This is an optimization exercise on Yosys and OpenROAD, whose aim is small area and a short achievable clock period, not a production implementation. In this exercise RTL edits were held to simulation tests only and were not proved equivalent to the original. Power figures rest on the tool's default switching activity, not on a simulated workload.

`design.v`:
```
`default_nettype none
package fifo_net_pkg;
    localparam int RX_W  = 64;               
    localparam int TX_W  = 32;               
    localparam int CTX_W = 2;                
    localparam logic [7:0] RX_MAGIC = 8'h77;    
    typedef enum logic [1:0] {
        RX_TLP  = 2'b00,
        RX_CFG  = 2'b01,                     
        RX_LOOP = 2'b10,
        RX_CMD  = 2'b11
    } rx_type_e;
    typedef enum logic [1:0] {
        SRC_NONE,
        SRC_TLP,
        SRC_LOOP,
        SRC_CMD
    } tx_src_e;
    localparam logic [15:0] RO_MAGIC = 16'hab89;
    localparam logic [15:0] RW_MAGIC = 16'hefcd;
    localparam int RO_BITS = 192;
    localparam int RW_BITS = 128;
    localparam int RO_OFS_MAGIC     = 'h00;
    localparam int RO_OFS_BYTECOUNT = 'h04;
    localparam int RO_OFS_VER_MAJOR = 'h08;
    localparam int RO_OFS_VER_MINOR = 'h09;
    localparam int RO_OFS_DEVICE_ID = 'h0A;
    localparam int RO_OFS_UPTIME    = 'h10;    
    localparam int RW_OFS_MAGIC          = 'h00;
    localparam int RW_OFS_BYTECOUNT      = 'h04;
    localparam int RW_OFS_SUBSYS_VEND_ID = 'h08;
    localparam int RW_OFS_VEND_ID        = 'h0A;
    localparam int RW_OFS_DEV_ID         = 'h0C;
    localparam int RW_OFS_REV_ID         = 'h0E;
    localparam logic [15:0] RW_DEF_SUBSYS_VEND_ID = 16'h10EE;
    localparam logic [15:0] RW_DEF_VEND_ID        = 16'h10EE;
    localparam logic [15:0] RW_DEF_DEV_ID         = 16'h0666;
    localparam logic [7:0]  RW_DEF_REV_ID         = 8'h02;
    localparam int CMD_READ_BIT  = 12;
    localparam int CMD_WRITE_BIT = 13;
    localparam int CMD_ADDR_LSB  = 16;       
    localparam int ADDR_RW_BIT   = 15;       
    localparam int ADDR_NOWR_BIT = 14;       
endpackage
`default_nettype wire
`default_nettype none
module sync_fifo #(
    parameter int WIDTH      = 34,
    parameter int DEPTH      = 16,
    parameter int AFULL      = 14,
    parameter bit NEVER_FULL = 1'b0      
) (
    input  wire              clk,
    input  wire              rst,
    input  wire              i_wr_en,       
    input  wire [WIDTH-1:0]  i_din,
    output logic             o_afull,       
    output logic [WIDTH-1:0] out_data,
    output logic             out_valid,
    input  wire              out_pop        
);
    localparam int PW = $clog2(DEPTH);
    localparam int CW = $clog2(DEPTH + 1);
    logic [WIDTH-1:0] mem [DEPTH];
    logic [PW-1:0]    wr_ptr;       
    logic [DEPTH-1:0] rd_oh;
    logic [CW-1:0]    total;        
    logic             space;        
    logic             push;
    logic [CW-1:0]    total_inc;
    logic [CW-1:0]    total_dec;
    logic             total_le1;
    logic             afull_now;
    logic             afull_dec;
    assign total_inc = total + 1'b1;
    assign total_dec = total - 1'b1;
    assign total_le1 = (total <= CW'(1));
    assign afull_now = (total >= CW'(AFULL));
    assign afull_dec = (total >= CW'(AFULL + 1));
    assign space  = NEVER_FULL ? 1'b1 : ((total != DEPTH) | out_pop);
    assign push   = i_wr_en & space;
    always_comb
    begin
        out_data = '0;
        for (int i = 0; i < DEPTH; i++)
            out_data = out_data | (mem[i] & {WIDTH{rd_oh[i]}});
    end
    always_ff @(posedge clk)
    begin
        if (NEVER_FULL ? i_wr_en : space)
            mem[wr_ptr] <= i_din;
    end
    always_ff @(posedge clk)
    begin
        if (rst)
        begin
            wr_ptr    <= '0;
            rd_oh     <= {{(DEPTH-1){1'b0}}, 1'b1};
            total     <= '0;
            out_valid <= 1'b0;
            o_afull   <= 1'b0;
        end
        else
        begin
            if (push)
                wr_ptr <= (wr_ptr == PW'(DEPTH - 1)) ? '0 : wr_ptr + 1'b1;
            if (out_pop)
                rd_oh <= {rd_oh[DEPTH-2:0], rd_oh[DEPTH-1]};
            case ({push, out_pop})
                2'b10:   total <= total_inc;
                2'b01:   total <= total_dec;
                default: total <= total;
            endcase
            out_valid <= out_pop ? ~total_le1 : (total != '0);
            o_afull   <= out_pop ? afull_dec : afull_now;
        end
    end
endmodule
module cmd_fifo #(
    parameter int WIDTH  = 40,              
    parameter int HWIDTH = 50,              
    parameter int DEPTH  = 16
) (
    input  wire               clk,
    input  wire               rst,
    input  wire               i_wr_en,      
    input  wire [WIDTH-1:0]   i_din,
    output logic [WIDTH-1:0]  o_slot_data,  
    input  wire [HWIDTH-1:0]  i_head_din,   
    output logic [HWIDTH-1:0] out_data,
    output logic             out_valid,
    input  wire              out_pop
);
    localparam int SLOTS = DEPTH - 1;
    localparam int PW    = $clog2(SLOTS);
    logic [WIDTH-1:0] mem [SLOTS];
    logic [PW-1:0]    wr_ptr;
    logic [SLOTS-1:0] rd_oh;
    logic [PW-1:0]    n_slots;      
    logic             slots_nz;
    logic             space;
    logic             push;
    logic             hload;
    logic [WIDTH-1:0] rd_data;
    assign hload = (~out_valid | out_pop) & slots_nz;
    assign space = (n_slots != PW'(SLOTS)) | out_pop;
    assign push  = i_wr_en & space;
    always_comb
    begin
        rd_data = '0;
        for (int i = 0; i < SLOTS; i++)
            rd_data = rd_data | (mem[i] & {WIDTH{rd_oh[i]}});
    end
    always_ff @(posedge clk)
    begin
        if (space)
            mem[wr_ptr] <= i_din;
    end
    assign o_slot_data = rd_data;
    always_ff @(posedge clk)
    begin
        if (hload)
            out_data <= i_head_din;
    end
    logic [PW-1:0] n_inc;
    logic [PW-1:0] n_dec;
    logic          n_le1;
    assign n_inc = n_slots + 1'b1;
    assign n_dec = n_slots - 1'b1;
    assign n_le1 = (n_slots <= PW'(1));
    always_ff @(posedge clk)
    begin
        if (rst)
        begin
            wr_ptr    <= '0;
            rd_oh     <= {{(SLOTS-1){1'b0}}, 1'b1};
            n_slots   <= '0;
            slots_nz  <= 1'b0;
            out_valid <= 1'b0;
        end
        else
        begin
            if (push)
                wr_ptr <= (wr_ptr == PW'(SLOTS - 1)) ? '0 : wr_ptr + 1'b1;
            if (hload)
                rd_oh <= {rd_oh[SLOTS-2:0], rd_oh[SLOTS-1]};
            case ({push, hload})
                2'b10:   n_slots <= n_inc;
                2'b01:   n_slots <= n_dec;
                default: n_slots <= n_slots;
            endcase
            slots_nz  <= push | (hload ? ~n_le1 : slots_nz);
            out_valid <= hload | (out_valid & ~out_pop);
        end
    end
endmodule
`default_nettype wire
`default_nettype none
module rx_router (
    input  wire                           clk,
    input  wire                           rst,
    input  wire  [fifo_net_pkg::RX_W-1:0] i_rx_data,
    input  wire                           i_rx_valid,
    output logic [fifo_net_pkg::TX_W-1:0] o_tlp_data,
    output logic                          o_tlp_last,
    output logic                          o_tlp_valid,
    output logic                          o_loop_hit,    
    output logic                          o_cmd_hit      
);
    logic accept;
    assign accept     = i_rx_valid & (i_rx_data[7:0] == fifo_net_pkg::RX_MAGIC);
    assign o_loop_hit = accept & (i_rx_data[9:8] == fifo_net_pkg::RX_LOOP);
    assign o_cmd_hit  = accept & (i_rx_data[9:8] == fifo_net_pkg::RX_CMD);
    always_ff @(posedge clk)
    begin
        if (rst)
            o_tlp_valid <= 1'b0;
        else
            o_tlp_valid <= accept & (i_rx_data[9:8] == fifo_net_pkg::RX_TLP);
    end
    always_ff @(posedge clk)
    begin
        o_tlp_data <= i_rx_data[63:32];
        o_tlp_last <= i_rx_data[10];
    end
endmodule
`default_nettype wire
`default_nettype none
module cmd_regfile #(
    parameter logic [7:0] DEVICE_ID     = 8'd0,
    parameter logic [7:0] VERSION_MAJOR = 8'd0,
    parameter logic [7:0] VERSION_MINOR = 8'd0,
    parameter int         FIFO_DEPTH    = 16
) (
    input  wire                           clk,
    input  wire                           rst,
    input  wire                           i_cmd_hit,     
    input  wire  [fifo_net_pkg::RX_W-1:0] i_rx_data,
    output logic [fifo_net_pkg::TX_W-1:0] resp_data,
    output logic                          resp_valid,
    input  wire                           resp_pop,
    output logic [15:0]                   o_subsys_vend_id,
    output logic [15:0]                   o_vend_id,
    output logic [15:0]                   o_dev_id,
    output logic [7:0]                    o_rev_id
);
    logic [39:0]  cmd_din;
    logic [39:0]  cmd_slot;
    logic [39:0]  cmd;
    logic         cmd_valid;
    logic         resp_afull;
    logic         pop;
    logic [15:0]  addr;
    logic [7:0]   val_lo, val_hi;      
    logic [7:0]   msk_lo, msk_hi;
    logic         is_read;
    logic         is_write;
    logic         is_up_write;
    logic         rw_in;               
    logic         ro_in;               
    logic [7:0]   rw_b  [16];
    logic [63:0]  uptime;
    logic [7:0]   rd_lo, rd_hi;
    logic         a0;
    logic [7:0]   v_ev, v_od;          
    logic [7:0]   m_ev, m_od;          
    logic [15:0] in_addr;
    logic        in_we;
    assign in_addr = i_rx_data[31:16];
    assign in_we   = i_rx_data[fifo_net_pkg::CMD_WRITE_BIT] & (in_addr[14:5] == '0)
                   & (in_addr[15] ? ~in_addr[4]
                                  : (in_addr[4:0] >= 5'h0F && in_addr[4:0] <= 5'h17));
    assign cmd_din = {in_we, i_rx_data[fifo_net_pkg::CMD_READ_BIT], in_addr[15], in_addr[4:0],
                      i_rx_data[63:42],
                      in_we ? i_rx_data[41:32] : in_addr[14:5]};
    cmd_fifo #(.WIDTH(40), .HWIDTH(40), .DEPTH(FIFO_DEPTH)) u_cmd_fifo (
        .clk         (clk),
        .rst         (rst),
        .i_wr_en     (i_cmd_hit),
        .i_din       (cmd_din),
        .o_slot_data (cmd_slot),
        .i_head_din  (cmd_slot),
        .out_data  (cmd),
        .out_valid (cmd_valid),
        .out_pop   (pop)
    );
    assign pop    = cmd_valid & ~resp_afull;
    assign addr   = {cmd[37], cmd[39] ? 10'd0 : cmd[9:0], cmd[36:32]};
    assign val_lo = cmd[31:24];
    assign val_hi = cmd[23:16];
    assign msk_lo = cmd[15:8];
    assign msk_hi = cmd[7:0];
    assign a0     = addr[0];
    assign v_ev = a0 ? val_hi : val_lo;
    assign v_od = a0 ? val_lo : val_hi;
    assign m_ev = a0 ? msk_hi : msk_lo;
    assign m_od = a0 ? msk_lo : msk_hi;
    assign is_read     = pop & cmd[38];
    assign is_write    = pop & cmd[39] & addr[15];
    assign is_up_write = pop & cmd[39] & ~addr[15];
    assign rw_in       = (addr[14:4] == '0);
    assign ro_in       = (addr[14:5] == '0);
    logic [7:0] rw_ev [9];              
    logic [7:0] rw_od [8];
    logic [7:0] ro_ev [17];             
    logic [7:0] ro_od [16];
    logic [3:0] rw_ei;                  
    logic [4:0] ro_ei;
    logic [7:0] rd_ev, rd_od;
    always_comb
    begin
        for (int i = 0; i < 8; i++)
        begin
            rw_ev[i] = rw_b[2*i];
            rw_od[i] = rw_b[2*i + 1];
        end
        rw_ev[8] = 8'h00;
        for (int i = 0; i < 16; i++)
            ro_od[i] = 8'h00;
        for (int i = 0; i < 17; i++)
            ro_ev[i] = 8'h00;
        ro_ev[0] = fifo_net_pkg::RO_MAGIC[7:0];
        ro_od[0] = fifo_net_pkg::RO_MAGIC[15:8];
        ro_ev[2] = 8'(fifo_net_pkg::RO_BITS / 8);
        ro_ev[4] = VERSION_MAJOR;
        ro_od[4] = VERSION_MINOR;
        ro_ev[5] = DEVICE_ID;
        for (int i = 0; i < 4; i++)
        begin
            ro_ev[8 + i] = uptime[16*i +: 8];
            ro_od[8 + i] = uptime[16*i + 8 +: 8];
        end
    end
    assign rw_ei = {1'b0, addr[3:1]} + {3'b000, a0};
    assign ro_ei = {1'b0, addr[4:1]} + {4'b0000, a0};
    always_comb
    begin
        if (addr[15])
        begin
            rd_ev = rw_in ? rw_ev[rw_ei] : 8'h00;
            rd_od = rw_in ? rw_od[addr[3:1]] : 8'h00;
        end
        else
        begin
            rd_ev = ro_in ? ro_ev[ro_ei] : 8'h00;
            rd_od = ro_in ? ro_od[addr[4:1]] : 8'h00;
        end
    end
    assign rd_lo = a0 ? rd_od : rd_ev;
    assign rd_hi = a0 ? rd_ev : rd_od;
    for (genvar j = 0; j < 16; j++)
    begin : g_rw
        logic [7:0] init;
        logic       sel;                
        logic [7:0] m;
        logic [7:0] v;
        always_comb
        begin
            case (j)
                0:  init = fifo_net_pkg::RW_MAGIC[7:0];
                1:  init = fifo_net_pkg::RW_MAGIC[15:8];
                4:  init = 8'(fifo_net_pkg::RW_BITS / 8);
                8:  init = fifo_net_pkg::RW_DEF_SUBSYS_VEND_ID[7:0];
                9:  init = fifo_net_pkg::RW_DEF_SUBSYS_VEND_ID[15:8];
                10: init = fifo_net_pkg::RW_DEF_VEND_ID[7:0];
                11: init = fifo_net_pkg::RW_DEF_VEND_ID[15:8];
                12: init = fifo_net_pkg::RW_DEF_DEV_ID[7:0];
                13: init = fifo_net_pkg::RW_DEF_DEV_ID[15:8];
                14: init = fifo_net_pkg::RW_DEF_REV_ID;
                default: init = 8'h00;
            endcase
        end
        if (j % 2 == 1)
        begin : g_od
            assign sel = is_write & rw_in & (addr[3:1] == 3'(j / 2));
            assign m   = m_od;
            assign v   = v_od;
        end
        else if (j == 0)
        begin : g_ev0
            assign sel = is_write & rw_in & (addr[3:0] == 4'd0);
            assign m   = m_ev;
            assign v   = v_ev;
        end
        else
        begin : g_ev
            assign sel = is_write & rw_in & (addr[3:0] == 4'(j) || addr[3:0] == 4'(j - 1));
            assign m   = m_ev;
            assign v   = v_ev;
        end
        always_ff @(posedge clk)
        begin
            if (rst)
                rw_b[j] <= init;
            else
            begin
                for (int b = 0; b < 8; b++)
                    if (sel & m[b])
                        rw_b[j][b] <= v[b];
            end
        end
    end
    logic [63:0] up_mask;
    logic [63:0] up_val;
    for (genvar j = 0; j < 8; j++)
    begin : g_up
        logic sel;                      
        assign sel = is_up_write & ro_in
                   & (addr[4:0] == 5'(16 + j) || addr[4:0] == 5'(15 + j));
        assign up_mask[8*j +: 8] = sel ? ((j % 2 == 1) ? m_od : m_ev) : 8'h00;
        assign up_val[8*j +: 8]  = (j % 2 == 1) ? v_od : v_ev;
    end
    always_ff @(posedge clk)
    begin
        if (rst)
            uptime <= '0;
        else
            uptime <= ((uptime + 1'b1) & ~up_mask) | (up_val & up_mask);
    end
    logic [22:0] resp_entry;
    logic [22:0] resp_head;
    assign resp_entry = {ro_in, addr[15], addr[4:0], ro_in ? {rd_lo, rd_hi} : {6'd0, addr[14:5]}};
    sync_fifo #(.WIDTH(23), .DEPTH(FIFO_DEPTH - 1), .AFULL(FIFO_DEPTH - 2), .NEVER_FULL(1'b1)) u_resp_fifo (
        .clk       (clk),
        .rst       (rst),
        .i_wr_en   (is_read),
        .i_din     (resp_entry),
        .o_afull   (resp_afull),
        .out_data  (resp_head),
        .out_valid (resp_valid),
        .out_pop   (resp_pop)
    );
    assign resp_data = {resp_head[21], resp_head[9:0] & {10{~resp_head[22]}}, resp_head[20:16],
                        resp_head[15:0] & {16{resp_head[22]}}};
    assign o_subsys_vend_id = {rw_b[9],  rw_b[8]};
    assign o_vend_id        = {rw_b[11], rw_b[10]};
    assign o_dev_id         = {rw_b[13], rw_b[12]};
    assign o_rev_id         = rw_b[14];
endmodule
`default_nettype wire
`default_nettype none
module tx_arbiter (
    input  wire         clk,
    input  wire         rst,
    input  wire  [31:0] tlp_data,
    input  wire         tlp_last,
    input  wire         tlp_valid,
    output logic        tlp_ready,
    input  wire  [31:0] loop_data,
    input  wire  [1:0]  loop_ctx,
    input  wire         loop_valid,
    output logic        loop_ready,
    input  wire  [31:0] resp_data,
    input  wire         resp_valid,
    output logic        resp_ready,
    output logic [31:0] o_tx_data,
    output logic [1:0]  o_tx_ctx,
    output logic        o_tx_valid,
    input  wire         i_tx_ready
);
    logic load_en;
    logic tx_idle;          
    assign load_en    = tx_idle | i_tx_ready;
    assign tlp_ready  = tlp_valid & (~o_tx_valid | i_tx_ready);
    assign loop_ready = load_en & ~tlp_valid & loop_valid;
    assign resp_ready = load_en & ~tlp_valid & ~loop_valid & resp_valid;
    always_ff @(posedge clk)
    begin
        if (rst)
        begin
            o_tx_valid <= 1'b0;
            tx_idle    <= 1'b1;
        end
        else if (load_en)
        begin
            o_tx_valid <= tlp_valid | loop_valid | resp_valid;
            tx_idle    <= ~(tlp_valid | loop_valid | resp_valid);
        end
    end
    always_ff @(posedge clk)
    begin
        if (load_en)
        begin
            if (tlp_valid)
            begin
                o_tx_data <= tlp_data;
                o_tx_ctx  <= {1'b0, tlp_last};
            end
            else if (loop_valid)
            begin
                o_tx_data <= loop_data;
                o_tx_ctx  <= loop_ctx;
            end
            else
            begin
                o_tx_data <= resp_data;
                o_tx_ctx  <= 2'b00;
            end
        end
    end
endmodule
`default_nettype wire
`default_nettype none
module fifo_net_top #(
    parameter logic [7:0] DEVICE_ID     = 8'd0,
    parameter logic [7:0] VERSION_MAJOR = 8'd0,
    parameter logic [7:0] VERSION_MINOR = 8'd0,
    parameter int         FIFO_DEPTH    = 16
) (
    input  wire         clk,
    input  wire         rst,
    input  wire  [63:0] i_rx_data,
    input  wire         i_rx_valid,
    output logic [31:0] o_tlp_data,
    output logic        o_tlp_last,
    output logic        o_tlp_valid,
    input  wire  [31:0] i_tlp_in_data,
    input  wire         i_tlp_in_last,
    input  wire         i_tlp_in_valid,
    output logic        o_tlp_in_ready,
    output logic [31:0] o_tx_data,
    output logic [1:0]  o_tx_ctx,
    output logic        o_tx_valid,
    input  wire         i_tx_ready,
    output logic [15:0] o_subsys_vend_id,
    output logic [15:0] o_vend_id,
    output logic [15:0] o_dev_id,
    output logic [7:0]  o_rev_id
);
    logic        loop_hit;
    logic        cmd_hit;
    logic [33:0] loop_word;
    logic        loop_valid;
    logic        loop_pop;
    logic [31:0] resp_data;
    logic        resp_valid;
    logic        resp_pop;
    rx_router u_rx_router (
        .clk         (clk),
        .rst         (rst),
        .i_rx_data   (i_rx_data),
        .i_rx_valid  (i_rx_valid),
        .o_tlp_data  (o_tlp_data),
        .o_tlp_last  (o_tlp_last),
        .o_tlp_valid (o_tlp_valid),
        .o_loop_hit  (loop_hit),
        .o_cmd_hit   (cmd_hit)
    );
    sync_fifo #(.WIDTH(34), .DEPTH(FIFO_DEPTH)) u_loop_fifo (
        .clk       (clk),
        .rst       (rst),
        .i_wr_en   (loop_hit),
        .i_din     ({i_rx_data[11:10], i_rx_data[63:32]}),
        .o_afull   (),
        .out_data  (loop_word),
        .out_valid (loop_valid),
        .out_pop   (loop_pop)
    );
    cmd_regfile #(
        .DEVICE_ID     (DEVICE_ID),
        .VERSION_MAJOR (VERSION_MAJOR),
        .VERSION_MINOR (VERSION_MINOR),
        .FIFO_DEPTH    (FIFO_DEPTH)
    ) u_cmd_regfile (
        .clk              (clk),
        .rst              (rst),
        .i_cmd_hit        (cmd_hit),
        .i_rx_data        (i_rx_data),
        .resp_data        (resp_data),
        .resp_valid       (resp_valid),
        .resp_pop         (resp_pop),
        .o_subsys_vend_id (o_subsys_vend_id),
        .o_vend_id        (o_vend_id),
        .o_dev_id         (o_dev_id),
        .o_rev_id         (o_rev_id)
    );
    tx_arbiter u_tx_arbiter (
        .clk        (clk),
        .rst        (rst),
        .tlp_data   (i_tlp_in_data),
        .tlp_last   (i_tlp_in_last),
        .tlp_valid  (i_tlp_in_valid),
        .tlp_ready  (o_tlp_in_ready),
        .loop_data  (loop_word[31:0]),
        .loop_ctx   (loop_word[33:32]),
        .loop_valid (loop_valid),
        .loop_ready (loop_pop),
        .resp_data  (resp_data),
        .resp_valid (resp_valid),
        .resp_ready (resp_pop),
        .o_tx_data  (o_tx_data),
        .o_tx_ctx   (o_tx_ctx),
        .o_tx_valid (o_tx_valid),
        .i_tx_ready (i_tx_ready)
    );
endmodule
`default_nettype wire
```
`run.sh`:
```
#!/bin/bash
# synth_recipe.tcl (not shown) runs the flow's synth.tcl, then flattens the netlist and writes it again
# the make line also repeats each setting of config.mk as NAME=value (left out here)
make -C /OpenROAD-flow-scripts/flow DESIGN_CONFIG=/design/flow/config.mk WORK_HOME=/design/flow/orfs CLKGATE_MAP_FILE= SYNTH_SCRIPT=/design/flow/synth_recipe.tcl finish
```
`config.mk`:
```
export PLATFORM = sky130hd
export DESIGN_NAME = fifo_net_top
export DESIGN_NICKNAME = fifo_net_top
export VERILOG_FILES = /design/flow/design.v
export SDC_FILE = /design/flow/constraint.sdc
export NUM_CORES = 4
export LEC_CHECK = 0
export CAP_MARGIN = 20
export CORE_MARGIN = 2
export CORE_UTILIZATION = 60
export CTS_CLUSTER_DIAMETER = 100
export CTS_CLUSTER_SIZE = 20
export SETUP_SLACK_MARGIN = 4.0
export SLEW_MARGIN = 20
```
`constraint.sdc`:
```
create_clock -name core_clock -period 7.0 [get_ports {clk}]
set_input_delay 1.4000 -clock core_clock [delete_from_list [all_inputs] [get_ports {clk}]]
set_output_delay 1.4000 -clock core_clock [all_outputs]
set_load 0.01 [all_outputs]
```
==> results.cfg, run 1 <==
[clock_tree]
cts_tree = built
holdBufCountCts = 0
clock-sinks = 1867
clock_latency_ns = 0.74
cts_buffer_depth = 3
path_clk_slew_ns = 0.09
cts_inserted_buffers = 103
htree_levels = 3
cts-root-buf = clkbuf_16

[grt]
grt.total_usage_pct = 35.6
grt_overflow = 0
antenna_found_initial = 16
grt_pass1_vias = 44036
grt_max_degree = 87
grt_pass1_wl_um = 311000

[run]
max_cap_violations = 0

[finish]
final_cell_count_no_fill = 6746
final_util_pct = 69.0
final_area_um2 = 81400
drive_gt1_share_pct = 13.5
area_growth_pct = 14.2
nets = 5253
fillers = 8060

[route]
via_per_inst = 7.04
ant_nets = 0
first_pass_iters = 8
num_vias = 47474
routed_wire_length_per_instance_um = 33.1
drc = 0
drt_iter0_drc = 7505
routed_wl_um = 223000

[pwr]
p_leak_nw = 26.0
power_switching_mw = 3.77
switching_share_pct = 20.1
p_comb_share_pct = 2.0
seq_power_share_pct = 64.2
internal_power_mw = 15.0
power_mw = 18.8
clkPwrFrac_pct = 33.8
power.density_nw_per_um2 = 230
peakVddDrop_uv = 281

[sta]
slew_violations = 0
clock.fmax_mhz = 308
grt_setup_unrepaired = true
slew_headroom_pct = 22.9
min_period_ns = 3.25
hold_viol = 0
finalSetupTns_ns = 0
setup_viol = 0
hold_ws_ns = 0.462
worstMarginPinSlew_ns = 1.15
min_period_over_period_pct = 46.5
fin_ws_ns = 3.75
fin_skew_ns = 0.0331

[floorplan]
die_w_um = 349
io_pins = 228
rows = 126
die_y_um = 349
die_area_um2 = 122000
coreArea_um2 = 118000
start_util_pct = 60.5

[worst_setup_path]
critPathKind = in -> out
worstPathArrival_ns = 1.85
cp.depth = 4
crit_path_start_kind = input pin
cp_cell_sequence = buf_12 -> buf_12 -> a21boi_4 -> buf_6
r2r_end = u_cmd_regfile.u_resp_fifo.mem[2][6]
critical-path-top-cell-by-count = buf_12
path_max_fanout = 2
r2r_slack_ns = 3.78
cp-end-kind = output port
crit_buf_inv = 3
r2r_start = u_cmd_regfile.u_cmd_fifo.out_data[32]
startpoint = i_tlp_in_valid
cp_data_required_time_ns = 5.60
cp_top_family = buffers and inverters
reg2reg_depth = 12
slowest_delay_ns = 0.13
worstSetupEndpoint = o_tlp_in_ready
cp_slowest_cell = a21boi_4

[synthesis]
ys_seq_area_share_pct = 74.4
synth.largest_area_cell = edfxtp_1
synthFlopType = edfxtp_1
synth_async_sr_flop_share_pct = 0
syn_nets = 4971
ys_types = 76
synth_common_cells = edfxtp_1 (1563), a22oi_1 (414), nand2_1 (319)
syn_area_per_cell_um2 = 14.7
synth_edf_count = 1563
synth-seq-cells = 1867
yosys.cell_count.top_type = edfxtp_1
yosysTopAreaCellShare_pct = 65.8
yosys-top-cells-area = edfxtp_1 (66%), dfxtp_1 (8.5%), a22oi_1 (4.4%)
yosys_warnings = 11
syn_area_um2 = 71300
syn_inst = 4844

[outcome]
outcome = no timing/DRC/antenna violations

[placed_design]
gp_congestion = 0.946
dp.cells = 6401
io_buffers = 225
place_hpwl_um = 114000
dpl_worst_slack_ns = 2.08
place_area_um2 = 75700

[worst_hold_path]
hold_class = reg -> reg
==> tightest hold or removal path, cell delays in order (launching register included) <==
cell and delay, ns:
dfxtp_1 0.32, nand2_1 0.05, a21oi_1 0.05
==> power groups by stage <==
stage	combinational [mW]	sequential [mW]	clock (mW)
after floorplan	0.0950	12.3	0
after global placement	0.361	12.3	0
after detailed placement	0.368	12.3	0
after CTS	0.366	12.0	6.38
after global routing	0.389	12.0	6.75
final	0.370	12.0	6.35
==> sequential cells by signal, indices dropped and copies added (netlist names), 5 cells and up <==
name                               count
u_cmd_regfile.rw_b                   128
u_cmd_regfile.u_cmd_fifo.mem         600
u_cmd_regfile.u_cmd_fifo.out_data     40
u_cmd_regfile.u_cmd_fifo.rd_oh        15
u_cmd_regfile.u_resp_fifo.mem        345
u_cmd_regfile.u_resp_fifo.rd_oh       15
u_cmd_regfile.uptime                  64
u_loop_fifo.mem                      544
u_loop_fifo.rd_oh                     16
u_loop_fifo.total                      5
u_rx_router.o_tlp_data                32
u_tx_arbiter.o_tx_data                32
==> cell usage in the layout, fill, tap and decap left out, drive strengths merged, types with 75 or more instances in the layout <==
master and count:
dfxtp 304, a221oi 137, nand4 93, buf 273
a22oi 414, a21oi 171, edfxtp 1563, dlygate4sd2 125
nor3 130, nand3 175, nor2 278, o21ai 114
nand2 321, clkdlybuf4s50 75, clkbuf 187, a22o 124
==> cell families after synthesis <==
group / share of synthesized area [%]
compound gates: 12.6
xor+xnor: 0.907
fa+ha+maj: 0.439
buf+inv: 1.95
flops: 74.4
mux: 1.73
simple gates: 8.05
==> routing by layer <==
metal  part of all wire [%]  track usage, %  vias to the layer above
li1                       -               -                    19809
met1                     39            52.1                    23968
met2                     46            55.4                     3223
met3                     12            6.34                      472
met4                    3.4            10.5                        2
met5                 0.0058               0                        -
==> area by class of cell <==
cell class                 instances  area [um2]  share of cell area [%]
antenna                            1        2.50                 0.00307
clock buffer                     181        2910                    3.58
clock inverter                     7        97.6                   0.120
inverter                          32         159                   0.195
multi-input combinational       2628       18300                    22.4
sequential                      1867       53100                    65.2
tap                             1536        1920                    2.36
timing repair buffer             493        4960                    6.09
timing repair inverter             1        5.00                 0.00615
==> timing repair <==
action / 4_1_cts / 5_1_grt
setup buffers: 70 / 57
gates cloned: 23 / 6
gates resized for setup: 275 / 98
setup endpoints to repair: 1144 / 617
pin swaps: 36 / 37
==> how the worst min path moves through the flow <==
| stage | start | to | slack, ns | depth (start not counted) |
|---|---|---|---|---|
| after floorplan | u_cmd_regfile.rw_b[5][6] | u_cmd_regfile.rw_b[5][6] | 0.43 | 2 |
| after global placement | u_cmd_regfile.rw_b[5][6] | u_cmd_regfile.rw_b[5][6] | 0.44 | 2 |
| after detailed placement | u_cmd_regfile.rw_b[5][3] | u_cmd_regfile.rw_b[5][3] | 0.45 | 2 |
| after CTS | u_cmd_regfile.rw_b[5][6] | u_cmd_regfile.rw_b[5][6] | 0.46 | 2 |
| after global routing | u_cmd_regfile.rw_b[5][0] | u_cmd_regfile.rw_b[5][0] | 0.49 | 2 |
| final | u_cmd_regfile.rw_b[5][6] | u_cmd_regfile.rw_b[5][6] | 0.46 | 2 |
==> run 2: changes to the inputs <==
--- a/config.mk
+++ b/config.mk
@@ -8,5 +8,5 @@
 export CAP_MARGIN = 20
 export CORE_MARGIN = 2
-export CORE_UTILIZATION = 60
+export CORE_UTILIZATION = 70
 export CTS_CLUSTER_DIAMETER = 100
 export CTS_CLUSTER_SIZE = 20
==> run 2 against run 1 <==
Synthesized area did not move. Critical endpoint is now u_cmd_regfile.u_resp_fifo.mem[8][4]. Critical path depth rose by 7. Still clean on timing, DRC and antenna. Critical path type is now reg -> reg. Combinational power fell by 5%. Count of clock-buffer cells in the layout fell by 10. Largest cell class unchanged. Highest routed layer unchanged. Register-to-register slack improved by 0.05 ns.
==> results.cfg, run 2 <==
[grt]
grt_max_degree = 90
antenna_found_initial = 13
grt_pass1_vias = 43860
grt_pass1_wl_um = 298000
grt_overflow = 0
grt.total_usage_pct = 39.9

[clock_tree]
htree_levels = 3
cts_buffer_depth = 3
clock-sinks = 1867
path_clk_slew_ns = 0.09
cts_inserted_buffers = 103
holdBufCountCts = 0
cts-root-buf = clkbuf_16
clock_latency_ns = 0.76
cts_tree = built

[sta]
hold_viol = 0
clock.fmax_mhz = 316
fin_skew_ns = 0.0473
slew_headroom_pct = 12.9
min_period_over_period_pct = 45.2
worstMarginPinSlew_ns = 1.29
grt_setup_unrepaired = true
setup_viol = 0
slew_violations = 0
hold_ws_ns = 0.461
finalSetupTns_ns = 0
min_period_ns = 3.17

[finish]
top_regs = u_cmd_regfile.u_cmd_fifo.mem x600, u_loop_fifo.mem x544, u_cmd_regfile.u_resp_fifo.mem x345
fillers = 5694
layout_commonest_cell = edfxtp_1
final_cell_mix = edfxtp_1 (1563), a22oi_1 (411), nand2_1 (316), dfxtp_1 (261), nor2_1 (244)
largest_register_ffs = 600
regMostFlops = u_cmd_regfile.u_cmd_fifo.mem
final_area_um2 = 80700
area_growth_pct = 13.1
nets = 5230
drive_gt1_share_pct = 13.1
final_cell_count_no_fill = 6552

[synthesis]
yosysTopAreaCellShare_pct = 65.8
syn_area_um2 = 71300
synthFlopType = edfxtp_1
synth_common_cells = edfxtp_1 (1563), a22oi_1 (414), nand2_1 (319)
synth_async_sr_flop_share_pct = 0
syn_area_per_cell_um2 = 14.7
synth_edf_count = 1563
syn_nets = 4971
yosys.cell_count.top_type = edfxtp_1
syn_inst = 4844
synth-seq-cells = 1867
ys_seq_area_share_pct = 74.4
synth.largest_area_cell = edfxtp_1
yosys_warnings = 11
ys_types = 76
yosys-top-cells-area = edfxtp_1 (66%), dfxtp_1 (8.5%), a22oi_1 (4.4%)

[placed_design]
place_hpwl_um = 112000
place_area_um2 = 75400
gp_congestion = 0.961
io_buffers = 225
dp.cells = 6224

[worst_setup_path]
cp_top_family = compound AO/OA/AOI/OAI gates
crit_path_start_kind = flop
cp-end-kind = flop
cp_cell_sequence = buf_12 -> ha_4 -> ha_4 -> buf_6 -> or2_2 -> o221ai_2 -> o31ai_4 -> o211a_1 -> or3_1 -> o2bb2ai_1 -> buf_6
reg2reg_depth = 11
cp_data_required_time_ns = 7.46
r2r_start = u_cmd_regfile.u_cmd_fifo.out_data[33]
r2r_slack_ns = 3.83
critPathKind = reg -> reg
crit_buf_inv = 3
worstPathArrival_ns = 3.63
r2r_end = u_cmd_regfile.u_resp_fifo.mem[8][4]
slowest_delay_ns = 0.44
cp_slowest_cell = edfxtp_1
path_max_fanout = 15

[floorplan]
io_pins = 228
coreArea_um2 = 101000
rows = 117
start_util_pct = 70.3
die_y_um = 323
die_area_um2 = 104000
die_w_um = 323

[outcome]
outcome = no timing/DRC/antenna violations

[run]
max_cap_violations = 0

[worst_hold_path]
hold_path_startpoint = u_cmd_regfile.rw_b[5][0]
hold_class = reg -> reg
min_to = u_cmd_regfile.rw_b[5][0]
worstHoldPathCells = 2

[route]
num_vias = 48090
via_per_inst = 7.34
drt_iter0_drc = 8771
drc = 0
routed_wire_length_per_instance_um = 32.9
first_pass_iters = 8
ant_nets = 0
routed_wl_um = 216000

[pwr]
power.density_nw_per_um2 = 232
p_leak_nw = 25.7
peakVddDrop_uv = 315
[run 2: worst reg2reg max path, cell delays in order (launching register included)]
cell and delay [ns]:
edfxtp_1 0.44, buf_12 0.16, ha_4 0.17, ha_4 0.18
buf_6 0.13, or2_2 0.31, o221ai_2 0.37, o31ai_4 0.20
o211a_1 0.22, or3_1 0.39, o2bb2ai_1 0.15, buf_6 0.16
[run 2: worst max-delay path by stage]
stage	start	endpoint	cells past startpoint
global route	i_tlp_in_valid	o_tlp_in_ready	3
detailed placement	u_cmd_regfile.u_cmd_fifo.out_data[32]	u_cmd_regfile.u_resp_fifo.mem[12][9]	9
global placement	u_cmd_regfile.u_cmd_fifo.out_data[32]	u_cmd_regfile.u_resp_fifo.mem[12][2]	9
floorplan	u_cmd_regfile.u_cmd_fifo.out_valid	u_cmd_regfile.u_cmd_fifo.mem[8][0]	4
CTS	i_tlp_in_valid	o_tlp_in_ready	3
finish	u_cmd_regfile.u_cmd_fifo.out_data[33]	u_cmd_regfile.u_resp_fifo.mem[8][4]	11
[run 2: area by class of cell]
type,count,area (um2),share of cell area (%)
diodes,5,12.5,0.0155
clock buffers,171,2830,3.51
clock inverters,10,145,0.180
inverters,32,155,0.192
multi-input cells,2633,18300,22.7
flip-flops and latches,1867,53100,65.8
well taps,1368,1710,2.12
repair buffers,465,4460,5.52
repair inverters,1,5.00,0.00620
[run 2: timing repair]
item	in CTS	in global routing
buffers inserted	61	53
pin swaps	38	27
resized for setup	237	124
gates cloned	11	17
setup endpoints to repair	1222	896
[run 2: layer usage]
metal / GRT usage, % / wire (um)
met1: 56.4 / 76000
met5: 0 / 98
met4: 16.0 / 10000
met3: 9.33 / 31500
met2: 61.1 / 97900
[run 2: power by group]
part	internal [mW]	total, mW	switching (mW)	leakage [nW]
Combinational	0.117	0.352	0.235	7.50
Sequential	12.0	12.0	0.0211	16.8
Clock	2.79	6.28	3.49	1.41
[run 2: stage by stage]
stage / total power, mW / setup WS, ns / util (%)
floorplan: 12.4 / 3.59 / -
global placement: 12.6 / 2.11 / 74.3
detailed placement: 12.7 / 2.09 / 74.3
CTS: 18.6 / 3.84 / 78.4
global route: 19.0 / 3.84 / 79.5
finish: 18.7 / 3.83 / 79.5
[run 2: cells by family after synthesis]
kind of cell | synth area share, %
XOR/XNOR | 0.907
AO/OA/AOI/OAI | 12.6
AND/OR/NAND/NOR | 8.05
flip-flops | 74.4
buffers and inverters | 1.95
multiplexers | 1.73
adder cells (fa/ha/maj) | 0.439

## separate check: timing with driven ports
Ports are ideal in the flow. The routed layouts listed here were re-timed in OpenROAD.
Step 1, drivers: a clkbuf_16 drives clk and a buf_2 each remaining input, both assumed.
Step 2 also shifts input and output timing later by t, the mid clock arrival at the registers, as if the neighbouring blocks saw the same clock.
Three values: no drivers, after step 1, after step 2; two values: the first two.
| run | t (ns) | setup WS [ns] | clock arrival spread, ns | worst slew at a driven data input, ns |
|---|---|---|---|---|
| run 1 | 0.803 | 3.748 / 3.697 / 3.264 | 0.040 / 0.041 | 0.10 |
| run 2 | 0.809 | 3.834 / 3.791 / 3.235 | 0.061 / 0.062 | 0.09 |
After both steps setup and hold are still met in every run listed. For run 2, which loses most, drivers alone change the setup slack by -0.043 ns; drivers and shift together by -0.599 ns.
